What follows belongs to an exercise in optimizing a design on an open flow for small area, a short achievable clock period and few clock cycles; a production flow would make more cautious choices. In this exercise RTL edits were held to simulation tests only and were not proved equivalent to the original. No activity file was given, so power comes from the tool's default toggle rates.

==> design/flow/run.sh <==
#!/bin/bash
# synth_recipe.tcl (not shown) runs the flow's synth.tcl, then flattens the netlist and writes it again
# the make line also repeats each setting of config.mk as NAME=value (left out here)
make -C /OpenROAD-flow-scripts/flow DESIGN_CONFIG=/design/flow/config.mk WORK_HOME=/design/flow/orfs CLKGATE_MAP_FILE= SYNTH_SCRIPT=/design/flow/synth_recipe.tcl finish
==> design/flow/config.mk <==
export PLATFORM = sky130hd
export DESIGN_NAME = mips_core
export DESIGN_NICKNAME = mips_core
export VERILOG_FILES = /design/flow/design.v
export SDC_FILE = /design/flow/constraint.sdc
export NUM_CORES = 4
export LEC_CHECK = 0
export CAP_MARGIN = 20
export CORE_MARGIN = 2
export CORE_UTILIZATION = 25
export PLACE_DENSITY = 0.4
export SLEW_MARGIN = 20
==> design/flow/constraint.sdc <==
create_clock -name core_clock -period 10.0 [get_ports {CLK}]
set_input_delay 2.0000 -clock core_clock [delete_from_list [all_inputs] [get_ports {CLK}]]
set_output_delay 2.0000 -clock core_clock [all_outputs]
set_load 0.01 [all_outputs]
==> design/flow/design.v <==
`timescale 1ns/10ps
package mips_pkg;
  typedef logic [31:0] word_t;
  typedef logic [4:0]  regbits_t;
  typedef logic [15:0] imm16_t;
  typedef enum logic [5:0] {
    RTYPE = 6'b000000,
    ADDIU = 6'b001001,
    SLTI  = 6'b001010,
    SLTIU = 6'b001011,
    ANDI  = 6'b001100,
    ORI   = 6'b001101,
    XORI  = 6'b001110,
    LUI   = 6'b001111,
    HALT  = 6'b111111
  } opcode_t;
  typedef enum logic [5:0] {
    SLL  = 6'b000000,
    SRL  = 6'b000010,
    ADDU = 6'b100001,
    SUBU = 6'b100011,
    AND  = 6'b100100,
    OR   = 6'b100101,
    XOR  = 6'b100110,
    NOR  = 6'b100111,
    SLT  = 6'b101010,
    SLTU = 6'b101011
  } funct_t;
  typedef enum logic [3:0] {
    ALU_SLL,
    ALU_SRL,
    ALU_ADD,
    ALU_SUB,
    ALU_AND,
    ALU_OR,
    ALU_XOR,
    ALU_NOR,
    ALU_SLT,
    ALU_SLTU
  } aluop_t;
  typedef struct packed {
    logic  cyc;
    logic  stb;
    logic  we;
    word_t adr;
  } wb_req_t;
  typedef struct packed {
    logic  ack;
    word_t dat;
  } wb_rsp_t;
  typedef struct packed {
    word_t pc;
    word_t instr;
  } fetch_item_t;
  typedef struct packed {
    logic     valid;
    regbits_t wsel;
    word_t    wdata;
  } retire_t;
endpackage
`timescale 1ns/10ps
module fetch_unit #(
  parameter mips_pkg::word_t PC_INIT = '0
) (
  input  logic                  CLK,
  input  logic                  nRST,
  input  logic                  halt_i,
  input  logic                  full_i,
  output mips_pkg::wb_req_t     wb_req_o,
  input  mips_pkg::wb_rsp_t     wb_rsp_i,
  output logic                  push_o,
  output mips_pkg::fetch_item_t push_item_o
);
  typedef enum logic {
    IDLE,
    REQ
  } state_t;
  state_t state, nxt_state;
  mips_pkg::word_t  pc;
  logic   accept;
  assign accept = (state == REQ) && wb_rsp_i.ack;
  always_comb begin
    nxt_state = state;
    case (state)
      IDLE: if (!full_i && !halt_i) nxt_state = REQ;
      REQ:  if (wb_rsp_i.ack) nxt_state = IDLE;
      default: nxt_state = IDLE;
    endcase
  end
  always_ff @(posedge CLK, negedge nRST) begin
    if (!nRST) begin
      state <= IDLE;
    end else begin
      state <= nxt_state;
    end
  end
  always_ff @(posedge CLK, negedge nRST) begin
    if (!nRST) begin
      pc <= PC_INIT;
    end else if (accept) begin
      pc <= pc + 32'd4;
    end
  end
  assign wb_req_o.cyc = (state == REQ);
  assign wb_req_o.stb = (state == REQ);
  assign wb_req_o.we  = 1'b0;
  assign wb_req_o.adr = pc;
  assign push_o            = accept;
  assign push_item_o.pc    = pc;
  assign push_item_o.instr = wb_rsp_i.dat;
endmodule
`timescale 1ns/10ps
module instr_queue #(
  parameter int QUEUE_DEPTH = 4
) (
  input  logic                  CLK,
  input  logic                  nRST,
  input  logic                  push_i,
  input  mips_pkg::fetch_item_t push_item_i,
  input  logic                  pop_i,
  output mips_pkg::fetch_item_t head_o,
  output logic                  full_o,
  output logic                  empty_o
);
  localparam int PTR_W = $clog2(QUEUE_DEPTH);
  localparam logic [PTR_W:0] FULL_CNT = (PTR_W + 1)'(QUEUE_DEPTH);
  logic [63:0]          mem [0:QUEUE_DEPTH-1];
  logic [PTR_W-1:0]     rd_ptr;
  logic [PTR_W-1:0]     wr_ptr;
  logic [PTR_W:0]       count;
  always_ff @(posedge CLK) begin
    if (push_i) begin
      mem[wr_ptr] <= push_item_i;
    end
  end
  always_ff @(posedge CLK, negedge nRST) begin
    if (!nRST) begin
      rd_ptr <= '0;
      wr_ptr <= '0;
      count  <= '0;
    end else begin
      if (push_i) wr_ptr <= wr_ptr + 1'b1;
      if (pop_i)  rd_ptr <= rd_ptr + 1'b1;
      case ({push_i, pop_i})
        2'b10:   count <= count + 1'b1;
        2'b01:   count <= count - 1'b1;
        default: count <= count;
      endcase
    end
  end
  assign head_o  = mem[rd_ptr];
  assign full_o  = (count == FULL_CNT);
  assign empty_o = (count == '0);
endmodule
`timescale 1ns/10ps
module register_file (
  input  logic               CLK,
  input  logic               nRST,
  input  logic               wen_i,
  input  mips_pkg::regbits_t wsel_i,
  input  mips_pkg::regbits_t rsel1_i,
  input  mips_pkg::regbits_t rsel2_i,
  input  mips_pkg::word_t    wdat_i,
  output mips_pkg::word_t    rdat1_o,
  output mips_pkg::word_t    rdat2_o
);
  mips_pkg::word_t regs [32];
  always_ff @(posedge CLK, negedge nRST) begin
    if (!nRST) begin
      for (int i = 0; i < 32; i++) begin
        regs[i] <= '0;
      end
    end else if (wen_i && (wsel_i != '0)) begin
      regs[wsel_i] <= wdat_i;
    end
  end
  assign rdat1_o = (rsel1_i == '0) ? '0 : regs[rsel1_i];
  assign rdat2_o = (rsel2_i == '0) ? '0 : regs[rsel2_i];
endmodule
`timescale 1ns/10ps
module alu (
  input  mips_pkg::aluop_t aluop_i,
  input  mips_pkg::word_t  port_a_i,
  input  mips_pkg::word_t  port_b_i,
  input  logic [4:0]       shamt_i,
  output mips_pkg::word_t  out_o
);
  always_comb begin
    case (aluop_i)
      mips_pkg::ALU_SLL:  out_o = port_b_i << shamt_i;
      mips_pkg::ALU_SRL:  out_o = port_b_i >> shamt_i;
      mips_pkg::ALU_ADD:  out_o = port_a_i + port_b_i;
      mips_pkg::ALU_SUB:  out_o = port_a_i - port_b_i;
      mips_pkg::ALU_AND:  out_o = port_a_i & port_b_i;
      mips_pkg::ALU_OR:   out_o = port_a_i | port_b_i;
      mips_pkg::ALU_XOR:  out_o = port_a_i ^ port_b_i;
      mips_pkg::ALU_NOR:  out_o = ~(port_a_i | port_b_i);
      mips_pkg::ALU_SLT:  out_o = {31'b0, ($signed(port_a_i) < $signed(port_b_i))};
      mips_pkg::ALU_SLTU: out_o = {31'b0, (port_a_i < port_b_i)};
      default:  out_o = '0;
    endcase
  end
endmodule
`timescale 1ns/10ps
module execute_unit (
  input  logic                  CLK,
  input  logic                  nRST,
  input  mips_pkg::fetch_item_t head_i,
  input  logic                  empty_i,
  output logic                  pop_o,
  output mips_pkg::retire_t     retire_o,
  output logic                  halt_o
);
  mips_pkg::word_t    instr;
  mips_pkg::opcode_t  opcode;
  mips_pkg::funct_t   funct;
  mips_pkg::regbits_t rs, rt, rd;
  logic [4:0] shamt;
  mips_pkg::imm16_t   imm16;
  mips_pkg::aluop_t   aluop;
  logic     reg_dst;    
  logic     alu_src;    
  logic     sign_ext;
  logic     wb_upper;   
  logic     reg_wr;
  logic     is_halt;
  mips_pkg::word_t    ext_imm, rdat1, rdat2, port_b, alu_out, wdata;
  mips_pkg::regbits_t wsel;
  logic     halt_q;
  logic     retire_valid_q;
  mips_pkg::regbits_t retire_wsel_q;
  mips_pkg::word_t    retire_wdata_q;
  assign instr  = head_i.instr;
  assign opcode = mips_pkg::opcode_t'(instr[31:26]);
  assign funct  = mips_pkg::funct_t'(instr[5:0]);
  assign rs     = instr[25:21];
  assign rt     = instr[20:16];
  assign rd     = instr[15:11];
  assign shamt  = instr[10:6];
  assign imm16  = instr[15:0];
  assign pop_o = !empty_i && !halt_q;
  always_comb begin
    aluop    = mips_pkg::ALU_ADD;
    reg_dst  = 1'b0;
    alu_src  = 1'b1;
    sign_ext = 1'b1;
    wb_upper = 1'b0;
    reg_wr   = 1'b0;
    is_halt  = 1'b0;
    case (opcode)
      mips_pkg::RTYPE: begin
        reg_dst = 1'b1;
        alu_src = 1'b0;
        reg_wr  = 1'b1;
        case (funct)
          mips_pkg::SLL:     aluop = mips_pkg::ALU_SLL;
          mips_pkg::SRL:     aluop = mips_pkg::ALU_SRL;
          mips_pkg::ADDU:    aluop = mips_pkg::ALU_ADD;
          mips_pkg::SUBU:    aluop = mips_pkg::ALU_SUB;
          mips_pkg::AND:     aluop = mips_pkg::ALU_AND;
          mips_pkg::OR:      aluop = mips_pkg::ALU_OR;
          mips_pkg::XOR:     aluop = mips_pkg::ALU_XOR;
          mips_pkg::NOR:     aluop = mips_pkg::ALU_NOR;
          mips_pkg::SLT:     aluop = mips_pkg::ALU_SLT;
          mips_pkg::SLTU:    aluop = mips_pkg::ALU_SLTU;
          default: reg_wr = 1'b0;
        endcase
      end
      mips_pkg::ADDIU: reg_wr = 1'b1;
      mips_pkg::SLTI: begin
        aluop  = mips_pkg::ALU_SLT;
        reg_wr = 1'b1;
      end
      mips_pkg::SLTIU: begin
        aluop  = mips_pkg::ALU_SLTU;
        reg_wr = 1'b1;
      end
      mips_pkg::ANDI: begin
        aluop    = mips_pkg::ALU_AND;
        sign_ext = 1'b0;
        reg_wr   = 1'b1;
      end
      mips_pkg::ORI: begin
        aluop    = mips_pkg::ALU_OR;
        sign_ext = 1'b0;
        reg_wr   = 1'b1;
      end
      mips_pkg::XORI: begin
        aluop    = mips_pkg::ALU_XOR;
        sign_ext = 1'b0;
        reg_wr   = 1'b1;
      end
      mips_pkg::LUI: begin
        wb_upper = 1'b1;
        reg_wr   = 1'b1;
      end
      mips_pkg::HALT:    is_halt = 1'b1;
      default: reg_wr = 1'b0;
    endcase
  end
  assign ext_imm = sign_ext ? {{16{imm16[15]}}, imm16} : {16'h0000, imm16};
  assign port_b  = alu_src ? ext_imm : rdat2;
  assign wsel    = reg_dst ? rd : rt;
  assign wdata   = wb_upper ? {imm16, 16'h0000} : alu_out;
  register_file i_register_file (
    .CLK     (CLK),
    .nRST    (nRST),
    .wen_i   (pop_o && reg_wr),
    .wsel_i  (wsel),
    .rsel1_i (rs),
    .rsel2_i (rt),
    .wdat_i  (wdata),
    .rdat1_o (rdat1),
    .rdat2_o (rdat2)
  );
  alu i_alu (
    .aluop_i  (aluop),
    .port_a_i (rdat1),
    .port_b_i (port_b),
    .shamt_i  (shamt),
    .out_o    (alu_out)
  );
  always_ff @(posedge CLK, negedge nRST) begin
    if (!nRST) begin
      retire_valid_q <= 1'b0;
      halt_q         <= 1'b0;
    end else begin
      retire_valid_q <= pop_o && reg_wr && (wsel != '0);
      if (pop_o && is_halt) halt_q <= 1'b1;
    end
  end
  always_ff @(posedge CLK) begin
    retire_wsel_q  <= wsel;
    retire_wdata_q <= wdata;
  end
  assign retire_o.valid = retire_valid_q;
  assign retire_o.wsel  = retire_wsel_q;
  assign retire_o.wdata = retire_wdata_q;
  assign halt_o         = halt_q;
endmodule
`timescale 1ns/10ps
module mips_core #(
  parameter mips_pkg::word_t PC_INIT     = '0,
  parameter int              QUEUE_DEPTH = 4
) (
  input  logic              CLK,
  input  logic              nRST,
  output logic [34:0]       wb_req_o,
  input  logic [32:0]       wb_rsp_i,
  output logic [37:0]       retire_o,
  output logic              halt_o
);
  mips_pkg::wb_req_t wb_req;
  mips_pkg::wb_rsp_t wb_rsp;
  mips_pkg::retire_t retire;
  assign wb_req_o = wb_req;
  assign wb_rsp   = wb_rsp_i;
  assign retire_o = retire;
  logic        push;
  mips_pkg::fetch_item_t push_item;
  logic        full;
  mips_pkg::fetch_item_t head;
  logic        empty;
  logic        pop;
  fetch_unit #(
    .PC_INIT (PC_INIT)
  ) i_fetch_unit (
    .CLK         (CLK),
    .nRST        (nRST),
    .halt_i      (halt_o),
    .full_i      (full),
    .wb_req_o    (wb_req),
    .wb_rsp_i    (wb_rsp),
    .push_o      (push),
    .push_item_o (push_item)
  );
  instr_queue #(
    .QUEUE_DEPTH (QUEUE_DEPTH)
  ) i_instr_queue (
    .CLK         (CLK),
    .nRST        (nRST),
    .push_i      (push),
    .push_item_i (push_item),
    .pop_i       (pop),
    .head_o      (head),
    .full_o      (full),
    .empty_o     (empty)
  );
  execute_unit i_execute_unit (
    .CLK      (CLK),
    .nRST     (nRST),
    .head_i   (head),
    .empty_i  (empty),
    .pop_o    (pop),
    .retire_o (retire),
    .halt_o   (halt_o)
  );
endmodule
==> flow_summary.yaml <==
run_status:
  status: "finished clean"
clock_tree:
  cts.sinks: 1197
  root_buffer: "clkbuf_16"
  cts_buffers: 146
  ctsHoldBuffers: 0
  cts_setup_buffers: 0
  cts_tree: "built"
  clkTransAtPathRegs_ns: 0.06
  ctsResizeCount: 0
  htree_levels: 4
  clockBufferDepth: 3
  insertion_delay_ns: 0.89
synth:
  syn_area_sq_mm: 0.06721
  synth-seq-cells: 1197
  synthCells: 6934
  synth_cell_type_count: 117
  yosysSeqAreaShare: 0.4524
  syn_area_per_cell_sq_um: 9.693
  yosysWarnings: 6
  synthArstFlopShare: 0.8622
  synth_top_flop_cell: "dfrtp_1"
  synth_edf_count: 128
global_routing:
  met1_usage: 0.4009
  grt_use_met3: 0.08889
  grt_max_degree: 157
  track_usage: 0.3037
  grt_pass1_wl_um: 570000
  busiest_layer: "met2"
  grt_antenna_before_repair: 46
  grt_overflow: 0
  grt_pass1_vias: 62321
  use_met2: 0.4329
worst_hold_path:
  hold_path_class: "flip-flop to flip-flop"
pwr:
  sw_frac_of_total: 0.5632
  switching_power_w: 0.01910
  p_int_w: 0.01482
  leakage_nw: 34.28
  power_frac_clock: 0.165
  power.total_w: 0.03392
  peakVddDrop_uv: 358.3
  powerDensity_mw_per_mm2: 428.1
  power_frac_seq: 0.234
  pwr-share-comb: 0.601
setup_path:
  cp_max_fo: 32
  cp_slowest_cell: "nor2_4"
  path_delay_family: "compound AO/OA/AOI/OAI gates"
  crit_type: "flip-flop to flip-flop"
  path_buf_inv: 4
  cpPeakStageDelay_ns: 0.98
  path_common_cell: "buf_4"
  cp.required_ns: 10.76
  cp_data_arrival_time_ns: 10.13
  start_kind: "flip-flop"
  critPathCaptureType: "flip-flop"
job:
  drv_cap: 0
final_layout:
  area.growth.synth_to_final_pct: 17.87
  finalNetCount: 7080
  fillers: 28205
  multiInputGateArea_sq_mm: 0.03466
  drive_gt1_frac: 0.1957
  final_area_sq_mm: 0.07923
  regArea_sq_mm: 0.03041
  final_util: 0.2960
timing:
  setup_viol: 0
  rsz0062_at_grt: "no"
  clock_skew_ns: 0.09403
  period_needed_ns: 9.367
  relSlewSlack: 0.1290
  slew_violations: 0
  fin_crit_sh: 0.9367
  tns_ns: 0
  hold_violations: 0
  max_freq_mhz: 106.8
  tightest_slew_ns: 1.303
detailed_routing:
  dr.pass1.iters: 7
  drc_errors: 0
  drt.antenna.violating_nets: 0
  wire_per_inst_um: 40.16
  via_per_inst: 6.172
  wl_um: 426800
  first_iter_violations: 10305
  vias: 65589
floorplanning:
  fp.dieArea_sq_mm: 0.2730
  die_w_um: 522.5
  num_rows: 190
  ioPinCount: 109
  start_util: 0.2511
  die_h_um: 522.5
  core_sq_mm: 0.2677
place:
  portBuffers: 105
  dpl.hpwl_um: 291800
  place.gp.congestion: 0.9963
  place_area_sq_mm: 0.07416
==> metal layers <==
layer	share of wire	vias to the layer above	wire [um]
met5	0.00048	-	204
met2	0.41	4637	175600
met4	0.072	16	30820
met3	0.11	1195	45820
li1	-	26037	-
met1	0.41	33704	174400
==> registers in the layout (all words and copies together) (netlist names) <==
name,cells
i_execute_unit.retire_wsel_q,5
i_instr_queue.rd_ptr,2
i_execute_unit.halt_q,1
i_fetch_unit.pc,30
i_execute_unit.retire_wdata_q,32
i_execute_unit.i_register_file.regs,992
i_fetch_unit.state,1
i_instr_queue.mem,128
i_instr_queue.count,3
i_execute_unit.retire_valid_q,1
i_instr_queue.wr_ptr,2
==> placed cells by master, fill, tap and decap left out, drive strengths merged, types with 206 or more instances in the layout <==
cell / instances
buf: 372
and3: 291
nor2: 336
clkbuf: 206
a22oi: 512
a21oi: 235
mux2: 462
o21ai: 707
nand2: 801
dfrtp: 1032
==> final timing paths <==
| check | slack [ns] | cells after the start | startpoint | endpoint |
|---|---|---|---|---|
| setup / recovery | 0.63 | 25 | i_instr_queue.rd_ptr[0] | i_execute_unit.i_register_file.regs[25][31] |
| hold / removal | 0.48 | 1 | i_fetch_unit.pc[31] | i_fetch_unit.pc[31] |
| setup reg to reg | 0.63 | 25 | i_instr_queue.rd_ptr[0] | i_execute_unit.i_register_file.regs[25][31] |
| hold reg to reg | 0.48 | 1 | i_fetch_unit.pc[31] | i_fetch_unit.pc[31] |
| max in group asynchronous | 6.58 | 3 | nRST | i_execute_unit.i_register_file.regs[23][14] |
| min in group asynchronous | 1.12 | 1 | nRST | i_execute_unit.i_register_file.regs[12][24] |
==> area by class of cell <==
type | count | share of cell area
antenna | 34 | 0.001074
clock buffer | 206 | 0.05226
clock inverter | 58 | 0.01009
inverter | 140 | 0.006633
multi-input combinational | 4964 | 0.4375
sequential | 1197 | 0.3839
tap | 3552 | 0.05609
timing repair buffer | 476 | 0.05251
==> power by group through the flow <==
stage	Combinational, W	Sequential [W]	Clock [W]
after floorplan	0.0100	0.00723	0
after global placement	0.0196	0.00794	0
after detailed placement	0.0196	0.00795	0
after CTS	0.0197	0.00787	0.00568
after global routing	0.0209	0.00804	0.00587
final	0.0204	0.00793	0.00560
==> Yosys cell counts, types with 42 or more instances <==
cell type | number | area, sq um
dfrtp_1 | 1032 | 25820
nand2_1 | 799 | 2999
o21ai_0 | 533 | 2668
a22oi_1 | 512 | 3844
mux2_2 | 460 | 5180
clkbuf_1 | 453 | 1700
nor2_1 | 332 | 1246
and3_1 | 289 | 1808
a21oi_1 | 232 | 1161
nand3_1 | 176 | 880.8
inv_1 | 136 | 510.5
o21ai_1 | 130 | 650.6
edfxtp_1 | 128 | 3844
nand4_1 | 121 | 757.0
ha_1 | 117 | 1464
buf_2 | 114 | 570.6
a221oi_1 | 93 | 814.5
a2111oi_0 | 89 | 779.5
a22o_1 | 82 | 718.2
nor3_1 | 72 | 360.4
mux2i_1 | 57 | 570.6
xnor2_1 | 56 | 490.5
o31ai_1 | 50 | 375.4
o21ai_2 | 44 | 385.4
a211oi_1 | 42 | 315.3
==> through the flow <==
stage	instances	hold WS (ns)	setup WS, ns
global route	10601	0.4882	0.4803
CTS	10592	0.4807	0.9392
floorplan	6936	0.4485	2.955
global placement	10326	0.4632	0.9453
detailed placement	10328	0.4689	0.9354
finish	10627	0.4765	0.6330
==> cell families (layout without fill, tap and decap cells) <==
family / Yosys count / after routing / synth area share
AOI/OAI and AO/OA: 2201 / 2201 / 0.2249
xor gates and xnor gates: 74 / 74 / 0.009643
adders and majority gates: 120 / 120 / 0.02267
buffers and inverters: 775 / 880 / 0.04825
DFF: 1197 / 1197 / 0.4524
muxes: 553 / 553 / 0.09728
other: 1 / 37 / 0.00005579
and+or+nand+nor: 2013 / 2013 / 0.1448
Testbench counts, summed over its fixed seeds: cycles 72,036.

==> re-timing with driven ports <==
The results above use ideal ports. As a check the final layout listed here was re-extracted and re-timed, cells and wires unchanged.
Step 1 (the two cells are an assumption about what drives the block):
set clk [get_ports {CLK}]
set_driving_cell -lib_cell sky130_fd_sc_hd__clkbuf_16 $clk
set_driving_cell -lib_cell sky130_fd_sc_hd__buf_2 [delete_from_list [all_inputs] $clk]
Step 2 times the ports against the registers' clock, not the clock port: input delays grow and output delays shrink by t, the midpoint of the rising clock arrivals with the driver on.
a / b / c = ideal ports / drivers / drivers and shift; a / b = the first two.
t (ns): 0.927
setup slack, ns: 0.633 / 0.633 / 0.633
hold slack, ns: 0.477 / 0.477 / 0.477
clock arrival spread, ns: 0.094 / 0.094
After both steps this run still meets setup and hold. For this run, drivers alone change the setup slack by 0.000 ns; drivers and shift together by 0.000 ns.
